What follows belongs to an exercise in optimizing a design on an open flow for small area, a short achievable clock period and few clock cycles per item; a production flow would make more cautious choices. In this exercise RTL edits were held to simulation tests only and were not proved equivalent to the original.

<file path="run.sh">
#!/bin/bash
# synth_recipe.tcl (not shown) runs the flow's synth.tcl, then flattens the netlist and writes it again
# the make line also repeats each setting of config.mk as NAME=value (left out here)
make -C /OpenROAD-flow-scripts/flow DESIGN_CONFIG=/design/flow/config.mk WORK_HOME=/design/flow/orfs CLKGATE_MAP_FILE= SYNTH_SCRIPT=/design/flow/synth_recipe.tcl finish
</file>
<file path="config.mk">
export PLATFORM = sky130hd
export DESIGN_NAME = bce_mean_loss
export DESIGN_NICKNAME = bce_mean_loss
export VERILOG_FILES = /design/flow/design.v
export SDC_FILE = /design/flow/constraint.sdc
export NUM_CORES = 4
export LEC_CHECK = 0
export CAP_MARGIN = 20
export CORE_MARGIN = 2
export CORE_UTILIZATION = 40
export SLEW_MARGIN = 20
</file>
<file path="constraint.sdc">
create_clock -name core_clock -period 13.0 [get_ports {clk}]
set_input_delay 2.6000 -clock core_clock [delete_from_list [all_inputs] [get_ports {clk}]]
set_output_delay 2.6000 -clock core_clock [all_outputs]
set_load 0.01 [all_outputs]
</file>
<file path="design.v">
`default_nettype none
package bce_pkg;
  localparam int unsigned ONE_Q = 65536;
  localparam logic [15:0] LN2_Q16 = 16'd45426;
  function automatic logic [15:0] log_tab(input logic [5:0] i);
    logic [15:0] v;
    case (i)
      6'd0: v = 16'd0;
      6'd1: v = 16'd1016;
      6'd2: v = 16'd2017;
      6'd3: v = 16'd3002;
      6'd4: v = 16'd3973;
      6'd5: v = 16'd4930;
      6'd6: v = 16'd5873;
      6'd7: v = 16'd6802;
      6'd8: v = 16'd7719;
      6'd9: v = 16'd8623;
      6'd10: v = 16'd9515;
      6'd11: v = 16'd10394;
      6'd12: v = 16'd11262;
      6'd13: v = 16'd12119;
      6'd14: v = 16'd12965;
      6'd15: v = 16'd13800;
      6'd16: v = 16'd14624;
      6'd17: v = 16'd15438;
      6'd18: v = 16'd16242;
      6'd19: v = 16'd17037;
      6'd20: v = 16'd17821;
      6'd21: v = 16'd18597;
      6'd22: v = 16'd19364;
      6'd23: v = 16'd20121;
      6'd24: v = 16'd20870;
      6'd25: v = 16'd21611;
      6'd26: v = 16'd22343;
      6'd27: v = 16'd23067;
      6'd28: v = 16'd23783;
      6'd29: v = 16'd24492;
      6'd30: v = 16'd25193;
      6'd31: v = 16'd25886;
      6'd32: v = 16'd26573;
      6'd33: v = 16'd27252;
      6'd34: v = 16'd27924;
      6'd35: v = 16'd28589;
      6'd36: v = 16'd29248;
      6'd37: v = 16'd29900;
      6'd38: v = 16'd30546;
      6'd39: v = 16'd31185;
      6'd40: v = 16'd31818;
      6'd41: v = 16'd32445;
      6'd42: v = 16'd33067;
      6'd43: v = 16'd33682;
      6'd44: v = 16'd34292;
      6'd45: v = 16'd34896;
      6'd46: v = 16'd35494;
      6'd47: v = 16'd36087;
      6'd48: v = 16'd36675;
      6'd49: v = 16'd37258;
      6'd50: v = 16'd37835;
      6'd51: v = 16'd38407;
      6'd52: v = 16'd38975;
      6'd53: v = 16'd39537;
      6'd54: v = 16'd40095;
      6'd55: v = 16'd40648;
      6'd56: v = 16'd41196;
      6'd57: v = 16'd41740;
      6'd58: v = 16'd42280;
      6'd59: v = 16'd42815;
      6'd60: v = 16'd43345;
      6'd61: v = 16'd43872;
      6'd62: v = 16'd44394;
      6'd63: v = 16'd44912;
    endcase
    log_tab = v;
  endfunction
  function automatic logic [8:0] slope_tab(input logic [5:0] i);
    logic [8:0] v;
    case (i)
      6'd0: v = 9'd504;
      6'd1: v = 9'd489;
      6'd2: v = 9'd473;
      6'd3: v = 9'd459;
      6'd4: v = 9'd445;
      6'd5: v = 9'd431;
      6'd6: v = 9'd417;
      6'd7: v = 9'd405;
      6'd8: v = 9'd392;
      6'd9: v = 9'd380;
      6'd10: v = 9'd367;
      6'd11: v = 9'd356;
      6'd12: v = 9'd345;
      6'd13: v = 9'd334;
      6'd14: v = 9'd323;
      6'd15: v = 9'd312;
      6'd16: v = 9'd302;
      6'd17: v = 9'd292;
      6'd18: v = 9'd283;
      6'd19: v = 9'd272;
      6'd20: v = 9'd264;
      6'd21: v = 9'd255;
      6'd22: v = 9'd245;
      6'd23: v = 9'd237;
      6'd24: v = 9'd229;
      6'd25: v = 9'd220;
      6'd26: v = 9'd212;
      6'd27: v = 9'd204;
      6'd28: v = 9'd197;
      6'd29: v = 9'd189;
      6'd30: v = 9'd181;
      6'd31: v = 9'd175;
      6'd32: v = 9'd167;
      6'd33: v = 9'd160;
      6'd34: v = 9'd153;
      6'd35: v = 9'd147;
      6'd36: v = 9'd140;
      6'd37: v = 9'd134;
      6'd38: v = 9'd127;
      6'd39: v = 9'd121;
      6'd40: v = 9'd115;
      6'd41: v = 9'd110;
      6'd42: v = 9'd103;
      6'd43: v = 9'd98;
      6'd44: v = 9'd92;
      6'd45: v = 9'd86;
      6'd46: v = 9'd81;
      6'd47: v = 9'd76;
      6'd48: v = 9'd71;
      6'd49: v = 9'd65;
      6'd50: v = 9'd60;
      6'd51: v = 9'd56;
      6'd52: v = 9'd50;
      6'd53: v = 9'd46;
      6'd54: v = 9'd41;
      6'd55: v = 9'd36;
      6'd56: v = 9'd32;
      6'd57: v = 9'd28;
      6'd58: v = 9'd23;
      6'd59: v = 9'd18;
      6'd60: v = 9'd15;
      6'd61: v = 9'd10;
      6'd62: v = 9'd6;
      6'd63: v = 9'd2;
    endcase
    slope_tab = v;
  endfunction
  function automatic logic [19:0] exp_tab(input logic [3:0] i);
    logic [19:0] v;
    case (i)
      4'd0: v = 20'd726816;
      4'd1: v = 20'd681390;
      4'd2: v = 20'd635964;
      4'd3: v = 20'd590538;
      4'd4: v = 20'd545112;
      4'd5: v = 20'd499686;
      4'd6: v = 20'd454260;
      4'd7: v = 20'd408834;
      4'd8: v = 20'd363408;
      4'd9: v = 20'd317982;
      4'd10: v = 20'd272556;
      4'd11: v = 20'd227130;
      4'd12: v = 20'd181704;
      4'd13: v = 20'd136278;
      4'd14: v = 20'd90852;
      4'd15: v = 20'd45426;
    endcase
    exp_tab = v;
  endfunction
endpackage
`default_nettype wire
`default_nettype none
module bce_front (
  input  wire logic        clk,
  input  wire logic        rst_n,
  input  wire logic        in_fire,
  input  wire logic [16:0] prediction,
  input  wire logic [16:0] target,
  input  wire logic        last_element,
  output logic             fr_valid,
  output logic             fr_last,
  output logic [19:0]      fr_loss
);
  function automatic logic [18:0] norm(input logic [15:0] m);
    logic [15:0] x;
    logic [3:0]  s;
    x = m;
    s[3] = (x[15:8] == 8'd0);  if (s[3]) x = {x[7:0], 8'd0};
    s[2] = (x[15:12] == 4'd0); if (s[2]) x = {x[11:0], 4'd0};
    s[1] = (x[15:14] == 2'd0); if (s[1]) x = {x[13:0], 2'd0};
    s[0] = !x[15];             if (s[0]) x = {x[14:0], 1'b0};
    norm = {s, x[14:0]};
  endfunction
  function automatic logic [19:0] neg_ln(input logic [18:0] sn);
    logic [3:0]  s;
    logic [5:0]  idx;
    logic [8:0]  r;
    logic [19:0] a;
    logic [18:0] prod;
    logic [28:0] w;
    s    = sn[18:15];
    idx  = sn[14:9];
    r    = sn[8:0];
    a    = bce_pkg::exp_tab(~s) - 20'(bce_pkg::log_tab(idx));
    prod = {1'b1, bce_pkg::slope_tab(idx)} * r;
    w    = {a, 9'h1FF} - 29'(prod);
    neg_ln = w[28:9];
  endfunction
  logic        v1_r, l1_r, tf1_r;
  logic [15:0] p1_r, t1_r;
  logic        v2_r, l2_r, tf2_r;
  logic [18:0] np2_r, nq2_r;
  logic [15:0] t2_r;
  logic        v3_r, l3_r, tf3_r;
  logic [19:0] lp3_r, lq3_r;
  logic [15:0] t3_r;
  logic        v4_r, l4_r;
  logic [19:0] loss4_r;
  logic [15:0] pc;
  always_comb begin
    if (prediction == 17'd0) pc = 16'd1;
    else if (prediction[16] || prediction[15:0] == 16'hFFFF) pc = 16'hFFFF;
    else pc = prediction[15:0];
  end
  logic [15:0] qc;
  assign qc = 16'd0 - p1_r;
  logic [20:0] dlt;
  logic [35:0] x;
  assign dlt = {1'b0, lp3_r} - {1'b0, lq3_r};
  assign x   = {lq3_r, 16'h8000} + 36'(t3_r * dlt[19:0]) - (dlt[20] ? {t3_r, 20'd0} : 36'd0);
  always_ff @(posedge clk) begin
    if (!rst_n) begin
      v1_r <= 1'b0; v2_r <= 1'b0; v3_r <= 1'b0; v4_r <= 1'b0;
    end else begin
      v1_r <= in_fire; v2_r <= v1_r; v3_r <= v2_r; v4_r <= v3_r;
    end
    p1_r <= pc; t1_r <= target[16] ? 16'd0 : target[15:0];
    tf1_r <= target[16]; l1_r <= last_element;
    np2_r <= norm(p1_r); nq2_r <= norm(qc);
    t2_r <= t1_r; tf2_r <= tf1_r; l2_r <= l1_r;
    lp3_r <= neg_ln(np2_r); lq3_r <= neg_ln(nq2_r);
    t3_r <= t2_r; tf3_r <= tf2_r; l3_r <= l2_r;
    loss4_r <= tf3_r ? lp3_r : x[35:16];
    l4_r <= l3_r;
  end
  assign fr_valid = v4_r;
  assign fr_last  = l4_r;
  assign fr_loss  = loss4_r;
endmodule
`default_nettype wire
`default_nettype none
module bce_fifo #(
  parameter int W = 61
) (
  input  wire logic         clk,
  input  wire logic         rst_n,
  input  wire logic         wr,
  input  wire logic [W-1:0] wr_data,
  output logic              rd_valid,
  input  wire logic         rd,
  output logic [W-1:0]      rd_data
);
  logic [W-1:0] mem0_r, mem1_r;
  logic         wp_r, rp_r;
  logic [1:0]   cnt_r;
  assign rd_valid = cnt_r != 2'd0;
  assign rd_data  = rp_r ? mem1_r : mem0_r;
  always_ff @(posedge clk) begin
    if (!rst_n) begin
      wp_r <= 1'b0; rp_r <= 1'b0; cnt_r <= 2'd0;
    end else begin
      if (wr) wp_r <= !wp_r;
      if (rd) rp_r <= !rp_r;
      cnt_r <= cnt_r + 2'(wr) - 2'(rd);
    end
    if (wr && !wp_r) mem0_r <= wr_data;
    if (wr && wp_r)  mem1_r <= wr_data;
  end
endmodule
`default_nettype wire
`default_nettype none
module bce_back (
  input  wire logic        clk,
  input  wire logic        rst_n,
  input  wire logic        fr_valid,
  input  wire logic        fr_last,
  input  wire logic [19:0] fr_loss,
  input  wire logic        div_mode,
  input  wire logic [12:0] row_len,
  output logic             out_valid,
  input  wire logic        out_ready,
  output logic [31:0]      out_mean_loss,
  output logic [12:0]      out_element_count
);
  logic [47:0] sum_r;
  logic [12:0] cnt_r;
  logic [48:0] s_add;
  logic [47:0] s_sat;
  logic [12:0] c_inc;
  assign s_add = {1'b0, sum_r} + 49'(fr_loss);
  assign s_sat = s_add[48] ? '1 : s_add[47:0];
  assign c_inc = cnt_r[12] ? cnt_r : cnt_r + 13'd1;
  always_ff @(posedge clk) begin
    if (!rst_n) begin
      sum_r <= '0; cnt_r <= '0;
    end else if (fr_valid) begin
      if (fr_last) begin
        sum_r <= '0; cnt_r <= '0;
      end else begin
        sum_r <= s_sat; cnt_r <= c_inc;
      end
    end
  end
  logic        q_valid, q_rd;
  logic [60:0] q_data;
  bce_fifo #(.W(61)) u_fifo (.clk, .rst_n, .wr(fr_valid && fr_last),
    .wr_data({c_inc, s_sat}), .rd_valid(q_valid), .rd(q_rd), .rd_data(q_data));
  logic [47:0] q_sum;
  logic [12:0] q_cnt, q_dvs;
  assign q_sum = q_data[47:0];
  assign q_cnt = q_data[60:48];
  assign q_dvs = div_mode ? ((row_len == 13'd0) ? 13'd1 : row_len) : q_cnt;
  logic        busy_r, done_r, ovf_r;
  logic [3:0]  it_r;
  logic [12:0] rem_r, dvs_r;
  logic [31:0] dq_r;
  logic [13:0] t1, t2;
  logic [12:0] r1, r2;
  assign t1 = {rem_r, dq_r[31]} - {1'b0, dvs_r};
  assign r1 = t1[13] ? {rem_r[11:0], dq_r[31]} : t1[12:0];
  assign t2 = {r1, dq_r[30]} - {1'b0, dvs_r};
  assign r2 = t2[13] ? {r1[11:0], dq_r[30]} : t2[12:0];
  assign q_rd = q_valid && !busy_r && (!done_r || out_ready);
  always_ff @(posedge clk) begin
    if (!rst_n) begin
      busy_r <= 1'b0; done_r <= 1'b0;
    end else begin
      if (done_r && out_ready) done_r <= 1'b0;
      if (q_rd) begin
        busy_r <= 1'b1; it_r <= 4'd0;
      end else if (busy_r) begin
        it_r <= it_r + 4'd1;
        if (it_r == 4'd15) begin
          busy_r <= 1'b0; done_r <= 1'b1;
        end
      end
    end
    if (q_rd) begin
      dvs_r <= q_dvs;
      ovf_r <= q_sum[47:32] >= {3'b0, q_dvs};
      rem_r <= q_sum[44:32];
      dq_r  <= q_sum[31:0];
      out_element_count <= q_cnt;
    end else if (busy_r) begin
      rem_r <= r2;
      dq_r  <= {dq_r[29:0], !t1[13], !t2[13]};
    end
  end
  assign out_valid = done_r;
  assign out_mean_loss = ovf_r ? 32'hFFFFFFFF : dq_r;
endmodule
`default_nettype wire
`default_nettype none
module bce_mean_loss #(
  parameter int MAX_ELEMENTS = 4096
) (
  input  wire logic        clk,
  input  wire logic        rst_n,
  input  wire logic        in_valid,
  output logic             in_ready,
  input  wire logic [16:0] in_prediction,
  input  wire logic [16:0] in_target,
  input  wire logic        in_last_element,
  output logic             out_valid,
  input  wire logic        out_ready,
  output logic [31:0]      out_mean_loss,
  output logic [12:0]      out_element_count,
  input  wire logic        cfg_psel,
  input  wire logic        cfg_penable,
  input  wire logic        cfg_pwrite,
  input  wire logic [2:0]  cfg_paddr,
  input  wire logic [31:0] cfg_pwdata,
  output logic [31:0]      cfg_prdata,
  output logic             cfg_pready
);
  logic        mode_r;
  logic [12:0] rowlen_r;
  logic [12:0] rdata_r;
  assign cfg_pready = 1'b1;
  always_ff @(posedge clk) begin
    if (!rst_n) begin
      mode_r <= 1'b0; rowlen_r <= 13'd1;
    end else if (cfg_psel && cfg_penable && cfg_pwrite) begin
      if (!cfg_paddr[2]) mode_r <= cfg_pwdata[0];
      else rowlen_r <= cfg_pwdata[12:0];
    end
  end
  always_ff @(posedge clk) begin
    if (!rst_n) rdata_r <= cfg_paddr[2] ? 13'd1 : 13'd0;
    else rdata_r <= cfg_paddr[2] ? rowlen_r : {12'd0, mode_r};
  end
  assign cfg_prdata = {19'd0, rdata_r};
  logic [1:0] open_r;
  logic       rdy_r, in_fire, end_fire, out_fire;
  logic [1:0] open_nx;
  assign in_ready = rdy_r;
  assign in_fire  = in_valid && rdy_r;
  assign end_fire = in_fire && in_last_element;
  assign out_fire = out_valid && out_ready;
  assign open_nx  = open_r + 2'(end_fire) - 2'(out_fire);
  always_ff @(posedge clk) begin
    if (!rst_n) begin
      open_r <= 2'd0; rdy_r <= 1'b1;
    end else begin
      open_r <= open_nx; rdy_r <= open_nx != 2'd3;
    end
  end
  logic        fr_valid, fr_last;
  logic [19:0] fr_loss;
  bce_front u_front (.clk, .rst_n, .in_fire,
    .prediction(in_prediction), .target(in_target), .last_element(in_last_element),
    .fr_valid, .fr_last, .fr_loss);
  bce_back u_back (.clk, .rst_n, .fr_valid, .fr_last, .fr_loss,
    .div_mode(mode_r), .row_len(rowlen_r), .out_valid, .out_ready,
    .out_mean_loss, .out_element_count);
endmodule
`default_nettype wire
</file>
==> run summary <==
[cell type report]
type / instances / area, sq um / area share
flip-flops and latches: 506 / 12100 / 0.236
clock buffers: 71 / 1560 / 0.0304
inverters: 714 / 2690 / 0.0524
repair buffers: 179 / 1630 / 0.0318
well taps: 1524 / 1910 / 0.0372
clock inverters: 39 / 616 / 0.0120
multi-input cells: 3719 / 30800 / 0.600
[worst register-to-register path, delay by kind of cell (launching register included)]
family	cells	cell delay [ns]
multiplexers	1	0.26
flip-flops	1	0.36
XOR/XNOR	2	0.65
AND/OR/NAND/NOR	4	0.79
adder cells (fa/ha/maj)	8	3.52
AO/OA/AOI/OAI	17	4.63
buffers and inverters	6	0.36
[how the worst min path moves through the flow]
stage               startpoint              end  slack (ns)
2_1_floorplan     u_front.l1_r     u_front.l2_r        0.31
3_3_place_gp      u_front.l1_r     u_front.l2_r        0.31
3_5_place_dp   u_front.t1_r[7]  u_front.t2_r[7]        0.31
4_1_cts        u_front.t2_r[9]  u_front.t3_r[9]        0.31
5_1_grt        u_front.t2_r[9]  u_front.t3_r[9]        0.32
6_report       u_front.t2_r[9]  u_front.t3_r[9]        0.31
[kinds of logic after synthesis]
group,after synthesis,share of synthesized area
buffers and inverters,990,0.0837
and+or+nand+nor,1592,0.163
muxes,147,0.0342
adders and majority gates,823,0.292
DFF,506,0.260
other,2,0.000161
AOI/OAI and AO/OA,942,0.130
xor gates and xnor gates,195,0.0366
[through the flow]
step / instance area (sq um) / setup slack (ns) / std cells / hold slack [ns]
after floorplan: 46700 / 3.73 / 5215 / 0.310
after global placement: 49100 / 2.12 / 6642 / 0.310
after detailed placement: 49100 / 2.10 / 6642 / 0.312
after CTS: 51300 / 1.99 / 6752 / 0.307
after global routing: 51300 / 1.77 / 6752 / 0.322
final: 51300 / 2.32 / 6752 / 0.310
[per-layer routing]
metal,vias up,track usage
li1,17140,-
met1,17226,0.253
met2,849,0.336
met3,182,0.0215
met4,0,0.0542
met5,-,0
[Yosys cell counts, types with 19 or more instances]
cell	number
nand2_1	610
nor2_1	297
xnor2_1	127
a31oi_1	39
o31ai_1	19
nor3_1	86
a21o_1	50
o21ai_0	265
a22o_1	34
or2_2	57
o21a_1	36
inv_1	705
dfxtp_1	308
nand3_1	78
and3_1	43
edfxtp_1	198
o211ai_1	45
and2_1	227
mux2_2	47
fa_1	443
nand2b_1	47
mux2i_1	92
o22ai_1	19
ha_1	380
buf_2	27
a211oi_1	32
xor2_1	68
nor2b_1	54
clkbuf_1	203
buf_4	28
a21oi_1	210
nand4_1	26
[layout by cell type, fill, tap and decap left out, types with 20 or more instances in the layout]
master	instances
inv_1	705
nand2_1	610
fa_1	443
ha_1	380
dfxtp_1	307
nor2_1	290
o21ai_0	265
and2_1	227
a21oi_1	210
edfxtp_1	198
xnor2_1	126
clkdlybuf4s50_1	115
mux2i_1	91
nor3_1	86
nand3_1	78
xor2_1	65
buf_4	64
clkbuf_16	59
or2_2	57
nor2b_1	54
a21o_1	50
mux2_2	47
nand2b_1	46
o211ai_1	45
and3_1	42
a31oi_1	39
o21a_1	36
a22o_1	34
a211oi_1	32
nand4_1	26
conb_1	20
[sequential cells by signal, indices dropped and copies added (netlist names), 16 cells and up, named ones only]
| register | flops |
|---|---|
| u_front.p1_r | 16 |
| u_front.loss4_r | 20 |
| u_back.sum_r | 48 |
| u_back.dq_r | 32 |
| u_back.u_fifo.mem0_r | 61 |
| u_front.t3_r | 16 |
| u_front.lp3_r | 20 |
| u_back.u_fifo.mem1_r | 61 |
| u_front.lq3_r | 20 |
| u_front.t2_r | 16 |
| u_front.t1_r | 16 |
==> key figures <==
Outcome
  • Outcome: no timing/DRC/antenna violations

Global route
  • GRT Residual Overflow: 0
  • Initial antenna violation count: 0
  • First-pass GRT wire length: 189000 um
  • GRT Overall Usage: 0.193
  • Vias in the first global route: 35619
  • Largest net degree at the start of global routing: 72

Clock tree
  • H-tree levels: 2
  • Setup bufs post-CTS: 0
  • Clock slew at the register clock pins of the worst setup and hold paths: 0.07 ns
  • Hold buffer count at cts: 0
  • Clock sinks: 506
  • Clk root buf: clkbuf_16
  • Post-CTS Resized: 0
  • CTS tree: built
  • Clock latency (worst-skew pair): 0.69 ns
  • Clock tree buffer depth: 3
  • Inserted Clock Buffers: 59

Setup path
  • Critical path type: reg -> reg
  • Worst reg-to-reg path cell count: 38
  • Critical Path AT: 11.21 ns
  • CP Max Fanout: 10
  • Setup crit end kind: register
  • Number of cells on the critical path: 38
  • Req. time, crit path: 13.53 ns
  • Worst Setup SP: u_front.lq3_r[1]
  • CP top delay family: compound AO/OA/AOI/OAI gates
  • Reg2reg start: u_front.lq3_r[1]
  • Startpoint types: register
  • RR Endpoint: u_front.loss4_r[19]
  • WP buf/inv: 6
  • Setup crit end: u_front.loss4_r[19]
  • Reg2reg setup slack: 2.32 ns
  • Largest stage delay, worst path: 0.62 ns
  • CP max stage cell: o31ai_1

Floorplanning
  • Initial Util: 0.402
  • Core area: 116000 sq um
  • Die footprint: 119000 sq um
  • Die Y: 345 um
  • Die W: 345 um
  • # rows: 125
  • I/O pin cnt: 157

Place
  • I/O Buffers: 115
  • Dpl hpwl: 85200 um
  • Final Wtd Congestion: 0.911

Cells and area
  • Final Util: 0.443
  • Ant diodes: 0
  • Layout cells sized above 1: 0.0643
  • Nets: 6079
  • Area delta synth->final: 10.1%
  • # fillers: 11270

Synth
  • Number of synthesis warnings: 4
  • Sequential fraction of the synthesis area: 0.260
  • Top cells by area, synth: fa_1, dfxtp_1, edfxtp_1, ha_1, inv_1
  • Post-synth top area cell: fa_1
  • Asr flop ratio synth: 0
  • Syn Inst Count: 5197
  • Mean post-synth cell area: 8.97 sq um
  • Yosys top cell area share: 0.190
  • Number of flops mapped to enable cells by yosys: 198
  • Count of unique library cells instantiated by Yosys: 104
  • Primary FF master, synth: dfxtp_1
  • Flops & latches, synth: 506
  • Cell Area, Synth: 46600 sq um

Timing
  • Fin crit period: 10.68 ns
  • Setup violations, final: 0
  • Final hold viol count: 0
  • Slew margin rel.: 0.269
  • Setup TNS: 0 ns
  • Slew Limit Fails: 0
  • Worst slew pin tran: 1.09 ns
  • Unrepaired setup endpoints after global routing: false
  • Post-Route Skew: 0.0545 ns
  • Tcrit/Tclk final: 0.822
  • FMAX: 0.0936 GHz

Routing
  • Via count: 35397
  • ANT nets after route: 0
  • Met3 Wirelength: 4990 um
  • Met2 WL: 56400 um
  • Max Used Layer: met4
  • WL/cell: 17.1 um
  • Vias per cell: 5.24
  • DR pass1 iterations: 6
  • Initial DRC count: 2668
  • WL final: 115000 um
  • DRC Markers: 0
  • M1 WL: 50800 um

Min path
  • Hold Path Depth: 0
  • Worst hold path class: reg -> reg

Flow run
  • Max-Cap Viols: 0
Testbench counts, summed over its fixed seeds: cycles 16,920, items 16,000.

afterwards: timing with drivers on the ports:
In the flow no input, the clock included, has a driving cell. The finished layout below was timed again as built, in two steps. Step 1, drivers: a clkbuf_16 drives clk and a buf_2 each remaining input, both assumed. Step 2 adds t to the input delays and takes it off the output delays; t is the mean of the earliest and latest rising clock arrival at the registers after step 1. Input paths then give back, and output paths get back, about the clock's delay inside the block. Slacks: no drivers / after step 1 / after step 2; pairs: no drivers / after step 1.
t, ns: 0.724
setup slack, ns: 2.319 / 2.319 / 2.319
worst hold slack (ns): 0.310 / 0.310 / 0.310
slew at the worst register clock pin (ns): 0.07 / 0.07
worst slew at a driven data input, ns: 0.05
After both steps setup and hold are still met in this run. For this run, drivers alone change the setup slack by 0.000 ns; drivers and shift together by 0.000 ns.
